Background: an optimization exercise with open tools, aiming at small area and a short achievable clock period. Do not read the settings as production practice. Where RTL was checked, it was by simulation tests only, not by an equivalence proof against the original.

Design eqController, start of the top module:
module eqController #(
    parameter int ADDR_WIDTH     = 6,
    parameter int GAIN_FRAC_BITS = 14
) (
    input  logic                  S_AXI_ACLK,
    input  logic                  S_AXI_ARESETN,
    input  logic                  wr,
    input  logic [ADDR_WIDTH-1:0] wrAddr,
    input  logic [31:0]           wrData,
    output logic                  adcReq,
    output logic [15:0]           adcCmd,
    input  logic                  adcAck,
    input  logic [15:0]           adcData,
    output logic                  dacReq,
    output logic [31:0]           dacWord,
    input  logic                  dacAck
);
    logic        enable;
    logic [15:0] gain0, gain1;
    logic        rst;
    logic        weEn, weG0, weG1;
    logic [15:0] gainIn;
    assign rst    = !S_AXI_ARESETN;
    assign weEn   = rst | (wr && wrAddr == ADDR_WIDTH'(4));
    assign weG0   = rst | (wr && wrAddr == ADDR_WIDTH'(6));
    assign weG1   = rst | (wr && wrAddr == ADDR_WIDTH'(7));
    assign gainIn = (wrData[15:0] & {16{~rst}}) | (16'h4000 & {16{rst}});
    always_ff @(posedge S_AXI_ACLK) begin
        if (weEn) enable <= wrData[0] & ~rst;
        if (weG0) gain0  <= gainIn;
        if (weG1) gain1  <= gainIn;
    end
    localparam logic [3:0] S_IDLE = 4'd0;
    localparam logic [3:0] S_AREQ = 4'd1;
    localparam logic [3:0] S_AREL = 4'd2;
  ...
For scale: roughly 95 flip-flops, about 110 I/O pins, roughly 6800 um^2 of cells after synthesis.
clock: 7.0 ns
lec_check: 0
abc_area: 1
cap_margin: 20
core_margin: 2
core_utilization: 55
cts_buf_list: sky130_fd_sc_hd__clkbuf_4 sky130_fd_sc_hd__clkbuf_8
place_density: 0.75
setup_slack_margin: 3.25
slew_margin: 20
standard.sh (not shown) runs the stock make flow with config.mk's settings and CLKGATE_MAP_FILE= SYNTH_SCRIPT=/design/flow/synth_recipe.tcl, a recipe that flattens the netlist after the stock synthesis.
==> flow/flow/run.sh <==
#!/bin/bash
# The standard layout (standard.sh), with every input port buffered by a buf_1 cell
# and every output port by a buf_2 cell, instead of the delay buffer buffer_ports
# picks by default. The buffers are placed by flow/ports.tcl, sourced just before
# global placement, where the standard flow would call buffer_ports.
export DONT_BUFFER_PORTS=1
export PRE_GLOBAL_PLACE_TCL="$PWD/flow/ports.tcl"
bash standard.sh > standard.log 2>&1
==> flow/flow/ports.tcl <==
# Port buffers, as the standard flow's buffer_ports, with chosen cells.
puts "Perform port buffering (flow/ports.tcl)..."
buffer_ports -inputs -buffer_cell sky130_fd_sc_hd__buf_1
buffer_ports -outputs -buffer_cell sky130_fd_sc_hd__buf_2
The starting point passed the timing, DRC and antenna checks.
==> next run, changes <==
--- a/flow/config.mk
+++ b/flow/config.mk
@@ -11 +11 @@
-export CORE_UTILIZATION = 55
+export CORE_UTILIZATION = 65
@@ -13,2 +13,2 @@
-export PLACE_DENSITY = 0.75
-export SETUP_SLACK_MARGIN = 3.25
+export PLACE_DENSITY = 0.85
+export SETUP_SLACK_MARGIN = 3
Effect: Count of clock-buffer cells in the layout climbs by 1; utilization climbs by 8.1 points.
==> next run, changes <==
--- a/flow/config.mk
+++ b/flow/config.mk
@@ -11 +11 @@
-export CORE_UTILIZATION = 65
+export CORE_UTILIZATION = 55
@@ -13 +13 @@
-export PLACE_DENSITY = 0.85
+export PLACE_DENSITY = 0.75
Worst hold slack gets worse by 0.014 ns; non-clock buffer count is higher by 1; cell area stays flat; cell count is higher by 3.3%; setup slack gets better by 0.074 ns.
==> next run, changes <==
--- a/flow/config.mk
+++ b/flow/config.mk
@@ -14 +14 @@
-export SETUP_SLACK_MARGIN = 3
+export SETUP_SLACK_MARGIN = 3.5
The changed run finished with timing, DRC and antenna clean.
Utilization increases by 7.3 points.
Flip-flop and latch count is unchanged.
First-iteration DRC count decreases by about a fifth.
Register-to-register slack gains 0.13 ns.
Fmax increases by a few percent.
Worst setup slack gains 0.13 ns.
Hold slack barely changes.

========
eqController, a different RTL version from the one above (not shown whole).
For scale: roughly 980 cells after synthesis, ~7300 sq um of cells after synthesis.
Settings: LEC_CHECK=0, ABC_AREA=1, CAP_MARGIN=20, CORE_MARGIN=2, CORE_UTILIZATION=40, PLACE_DENSITY=0.6, SLEW_MARGIN=20; clock period 7.0 ns.
run.sh (not shown) runs the stock make flow with config.mk's settings and CLKGATE_MAP_FILE= SYNTH_SCRIPT=/design/flow/synth_recipe.tcl, a recipe that flattens the netlist after the stock synthesis.
Stock flow here: none of the scripts above is used.
The first run completed with no timing, DRC or antenna violations.
Next try:
- SETUP_SLACK_MARGIN: not set -> 4
Worst hold slack is about the same.
Setup slack gets better by 0.73 ns.
Core utilization climbs by 9.3 points.
Final cell count came out higher by 7.2%.
Clock-buffer cell count went down by 3.
Synthesized cell count stays the same.
Sequential cell count does not change.
Global-route usage is higher by 3.0 points.
Die area stays the same.
Register-to-register slack gains 0.73 ns.
Function was not checked in any run of this note: the RTL went through the layout flow alone.

========
eqController, a different RTL version from the one above (not shown whole).
Size in the first run: ~720 cells after synthesis, ~89 flip-flops, about 110 I/O pins.
clock: 7.0 ns
lec_check: 0
abc_area: 0
cap_margin: 0
core_margin: 2
core_utilization: 55
cts_buf_list: sky130_fd_sc_hd__clkbuf_4 sky130_fd_sc_hd__clkbuf_8
place_density: 0.75
setup_slack_margin: 3
slew_margin: 0
tns_end_percent: 5
standard.sh (not shown) runs the stock make flow with config.mk's settings and CLKGATE_MAP_FILE= SYNTH_SCRIPT=/design/flow/synth_recipe.tcl, a recipe that flattens the netlist after the stock synthesis.
==> flow/flow/run.sh <==
#!/bin/bash
# The standard layout (standard.sh), with every port buffered by a buf_1 cell
# instead of the delay buffer that buffer_ports picks by default. The standard
# flow's own buffer_ports call places them (after global placement's
# remove_buffers), with this cell.
export BUFFER_PORTS_ARGS="-buffer_cell sky130_fd_sc_hd__buf_1"
bash standard.sh > standard.log 2>&1
The first run ran to the end with no violations.
Edit:
==> flow/flow/run.sh (replaced) <==
#!/bin/bash
# The standard layout (standard.sh), with every input port buffered by a buf_1 cell
# and every output port by a buf_2 cell, instead of the delay buffer buffer_ports
# picks by default. The buffers are placed by flow/ports.tcl, sourced just before
# global placement, where the standard flow would call buffer_ports.
export DONT_BUFFER_PORTS=1
export PRE_GLOBAL_PLACE_TCL="$PWD/flow/ports.tcl"
bash standard.sh > standard.log 2>&1
==> flow/flow/ports.tcl (new file) <==
# Port buffers, as the standard flow's buffer_ports, with chosen cells.
puts "Perform port buffering (flow/ports.tcl)..."
buffer_ports -inputs -buffer_cell sky130_fd_sc_hd__buf_1
buffer_ports -outputs -buffer_cell sky130_fd_sc_hd__buf_2
--- a/flow/config.mk
+++ b/flow/config.mk
@@ -12,5 +12,5 @@
 export CTS_BUF_LIST = sky130_fd_sc_hd__clkbuf_4 sky130_fd_sc_hd__clkbuf_8
 export PLACE_DENSITY = 0.75
-export SETUP_SLACK_MARGIN = 3
+export SETUP_SLACK_MARGIN = 4.5
 export SLEW_MARGIN = 0
 export TNS_END_PERCENT = 5
After rerunning: The changed run completed with no timing, DRC or antenna violations; utilization went up by 6.0 points; routed wire length went up by 13%; global-route usage went up by 1.6 points; cell count went down by 0.33%; cell area went up by 10%; die area does not change.
Edit:
==> flow/flow/run.sh (replaced) <==
#!/bin/bash
# The standard layout (standard.sh), with every port buffered by a buf_1 cell
# instead of the delay buffer that buffer_ports picks by default. The standard
# flow's own buffer_ports call places them (after global placement's
# remove_buffers), with this cell.
export BUFFER_PORTS_ARGS="-buffer_cell sky130_fd_sc_hd__buf_1"
bash standard.sh > standard.log 2>&1
--- a/flow/config.mk
+++ b/flow/config.mk
@@ -12,5 +12,5 @@
 export CTS_BUF_LIST = sky130_fd_sc_hd__clkbuf_4 sky130_fd_sc_hd__clkbuf_8
 export PLACE_DENSITY = 0.75
-export SETUP_SLACK_MARGIN = 4.5
+export SETUP_SLACK_MARGIN = 3.25
 export SLEW_MARGIN = 0
 export TNS_END_PERCENT = 5
removed: flow/flow/ports.tcl
The new run completed without violations.
Wire length decreases by roughly a tenth.
Fmax decreases by a little under a tenth.
Count of clock-buffer cells in the layout decreases by 1.
Critical path depth decreases by 3.
Worst setup slack loses 260 ps.
Final cell count increases slightly.
Non-clock buffer count increases by 7.

========
## run 1
Another version of the RTL of eqController (not shown whole).
Size: about 920 cells after synthesis, roughly 94 flip-flops, about 110 I/O pins.
==> flow/config.mk <==
export PLATFORM = sky130hd
export DESIGN_NAME = eqController
export DESIGN_NICKNAME = eqController
export VERILOG_FILES = /design/flow/design.v
export SDC_FILE = /design/flow/constraint.sdc
export NUM_CORES = 4
export LEC_CHECK = 0
export ABC_AREA = 1
export CAP_MARGIN = 20
export CORE_MARGIN = 2
export CORE_UTILIZATION = 55
export CTS_BUF_LIST = sky130_fd_sc_hd__clkbuf_4 sky130_fd_sc_hd__clkbuf_8
export PLACE_DENSITY = 0.75
export SETUP_SLACK_MARGIN = 2
export SLEW_MARGIN = 20
==> flow/constraint.sdc <==
create_clock -name core_clock -period 7.0 [get_ports {S_AXI_ACLK}]
set_input_delay 1.4000 -clock core_clock [delete_from_list [all_inputs] [get_ports {S_AXI_ACLK}]]
set_output_delay 1.4000 -clock core_clock [all_outputs]
set_load 0.01 [all_outputs]
run.sh (not shown) runs the stock make flow with config.mk's settings and CLKGATE_MAP_FILE= SYNTH_SCRIPT=/design/flow/synth_recipe.tcl, a recipe that flattens the netlist after the stock synthesis.
Stock flow here: none of the scripts above is used.
The final layout from run 1, which completed every stage, passed the timing, DRC and antenna checks at the end of the flow.
Input-level comparison between run 2 and run 1:
- SETUP_SLACK_MARGIN changed from 2 to 5
- CTS_BUF_LIST removed (was sky130_fd_sc_hd__clkbuf_4 sky130_fd_sc_hd__clkbuf_8)
- PLACE_DENSITY changed from 0.75 to 0.6
- CORE_UTILIZATION changed from 55 to 40
Results
Run 2 ran to completion and came out clean on the timing, DRC and antenna checks. Compared with run 1, run 2 shows a number of placed instances, taps included that is 53 higher. The hold slack number comes out lower for run 1 vs run 2. On first-iteration DRC count: between run 1 and run 2, it ends up higher for run 2. Time the worst path needs with I/O delays and setup: lower on run 2. On run 2: data required time at the worst endpoint is 0.02 ns lower than what run 1 gave.
Relative to run 2, the following input files were edited for run 3:
- swapping 0.6 for 0.75 in PLACE_DENSITY
- putting CTS_BUF_LIST at sky130_fd_sc_hd__clkbuf_4 sky130_fd_sc_hd__clkbuf_8 where nothing was set
- swapping 5 for 2.5 in SETUP_SLACK_MARGIN
- swapping 40 for 55 in CORE_UTILIZATION
[summary]
Comparing run 2 and run 3, the higher maximum frequency was measured on run 2.
Run 3: global-route usage 0.86 points above run 2
Relative to run 2, the wire length measured on run 3 has decreased by more than a quarter.
Looking at most common cell after layout, fill and taps aside, the nand2_1 result is from run 3; the inv_1 one comes from run 2.
Diff run 2 and run 3: met2 layer usage reported by global route lower in run 2
Summary of the comparison: cell area is lower in run 3, relative to run 2.
| number of fill cells | run 3 vs run 2 | 215 lower |
For run 4, these inputs were changed with respect to run 3:
- changing SETUP_SLACK_MARGIN from 2.5 to 3
Results
Looking at run 4 and run 3, the hold slack is a wash. Final instance area (run 4 vs. run 3) increases by a few percent. Sort run 4 and run 3 by area growth from synthesis to layout desc -> top: run 4. Taking run 4 as 1.0, run 3 lands at 0.925 on maximum clock rate. Area share of and/or/nand/nor cells after synthesis: run 4 vs run 3, no meaningful difference. Run 4 vs run 3 — final clock period utilization by the worst path dropped 4.4 points.
--- input diff run 4..run 5 ---
- swapping 3 for 4 in SETUP_SLACK_MARGIN
==> flow/flow/run.sh (new file) <==
#!/bin/bash
# Standard layout, with port buffers of a plain buffer cell.
cp standard.sh standard_copy.log
export BUFFER_PORTS_ARGS="-buffer_cell sky130_fd_sc_hd__buf_2"
bash standard.sh > standard.log 2>&1
==> flow/standard.sh (new file) <==
#!/bin/bash
# synth_recipe.tcl (not shown) runs the flow's synth.tcl, then flattens the netlist and writes it again
# the make line also repeats each setting of config.mk as NAME=value (left out here)
make -C /OpenROAD-flow-scripts/flow DESIGN_CONFIG=/design/flow/config.mk WORK_HOME=/design/flow/orfs CLKGATE_MAP_FILE= SYNTH_SCRIPT=/design/flow/synth_recipe.tcl "${@:-finish}"
removed: flow/run.sh
==> results.txt <==
- Looking at via count across run 5 and run 4, the one that comes out lower is run 4.
- [compare] base=run 4 new=run 5: wire length on met2 grew by about 20%, wire length of the first global-routing pass grew by 3.7%, weighted congestion reported at the end of routability-driven placement grew by 0.023, buffering overhead shrank by 2.0 points, met1 layer usage reported by global route held steady.
- Run 5 vs run 4 — final cell count without fillers rose 20.
- Post-CTS clock slew at the launch and capture registers of the worst setup and hold paths: run 4 vs run 5, no meaningful difference
- Row total length of routed wires: run 5 higher / run 4 lower

-- re-timing with driven ports --
In the flow no input, the clock included, has a driving cell. The finished layouts below were timed again as built, in two steps. Step 1: set_driving_cell puts a clkbuf_16 on S_AXI_ACLK and a buf_2 on each other input, an assumption about the parent block. Step 2 also shifts input and output timing later by t, the mid clock arrival at the registers, as if the neighbouring blocks saw the same clock. Slacks: ideal / step 1 / step 2; pairs: ideal / step 1.
run	t, ns	setup slack, ns	hold slack, ns	latest minus earliest clock arrival (ns)
the first run of note 1	0.427	3.346 / 3.346 / 3.346	0.434 / 0.434 / 0.434	0.015 / 0.015
the second run of note 1	0.416	3.150 / 3.150 / 3.150	0.448 / 0.448 / 0.448	0.013 / 0.013
the third run of note 1	0.425	3.224 / 3.224 / 3.224	0.434 / 0.434 / 0.434	0.016 / 0.015
the fourth run of note 1	0.418	3.354 / 3.354 / 3.354	0.435 / 0.435 / 0.435	0.020 / 0.019
the first run of note 2	0.385	2.018 / 2.018 / 2.018	0.451 / 0.451 / 0.451	0.008 / 0.009
the second run of note 2	0.401	2.751 / 2.751 / 2.751	0.451 / 0.451 / 0.451	0.012 / 0.012
the first run of note 3	0.398	3.219 / 3.219 / 3.219	0.481 / 0.481 / 0.481	0.016 / 0.016
the second run of note 3	0.396	3.685 / 3.685 / 3.685	0.476 / 0.476 / 0.476	0.020 / 0.021
the third run of note 3	0.398	3.429 / 3.429 / 3.429	0.481 / 0.481 / 0.481	0.013 / 0.013
run 1	0.407	2.617 / 2.617 / 2.617	0.459 / 0.459 / 0.459	0.015 / 0.015
run 2	0.396	3.551 / 3.551 / 3.551	0.463 / 0.463 / 0.463	0.012 / 0.013
run 3	0.407	2.893 / 2.893 / 2.893	0.459 / 0.459 / 0.459	0.015 / 0.015
run 4	0.409	3.200 / 3.200 / 3.200	0.459 / 0.459 / 0.459	0.013 / 0.013
run 5	0.430	3.439 / 3.439 / 3.439	0.452 / 0.452 / 0.452	0.014 / 0.014
After both steps every run listed still meets setup and hold.
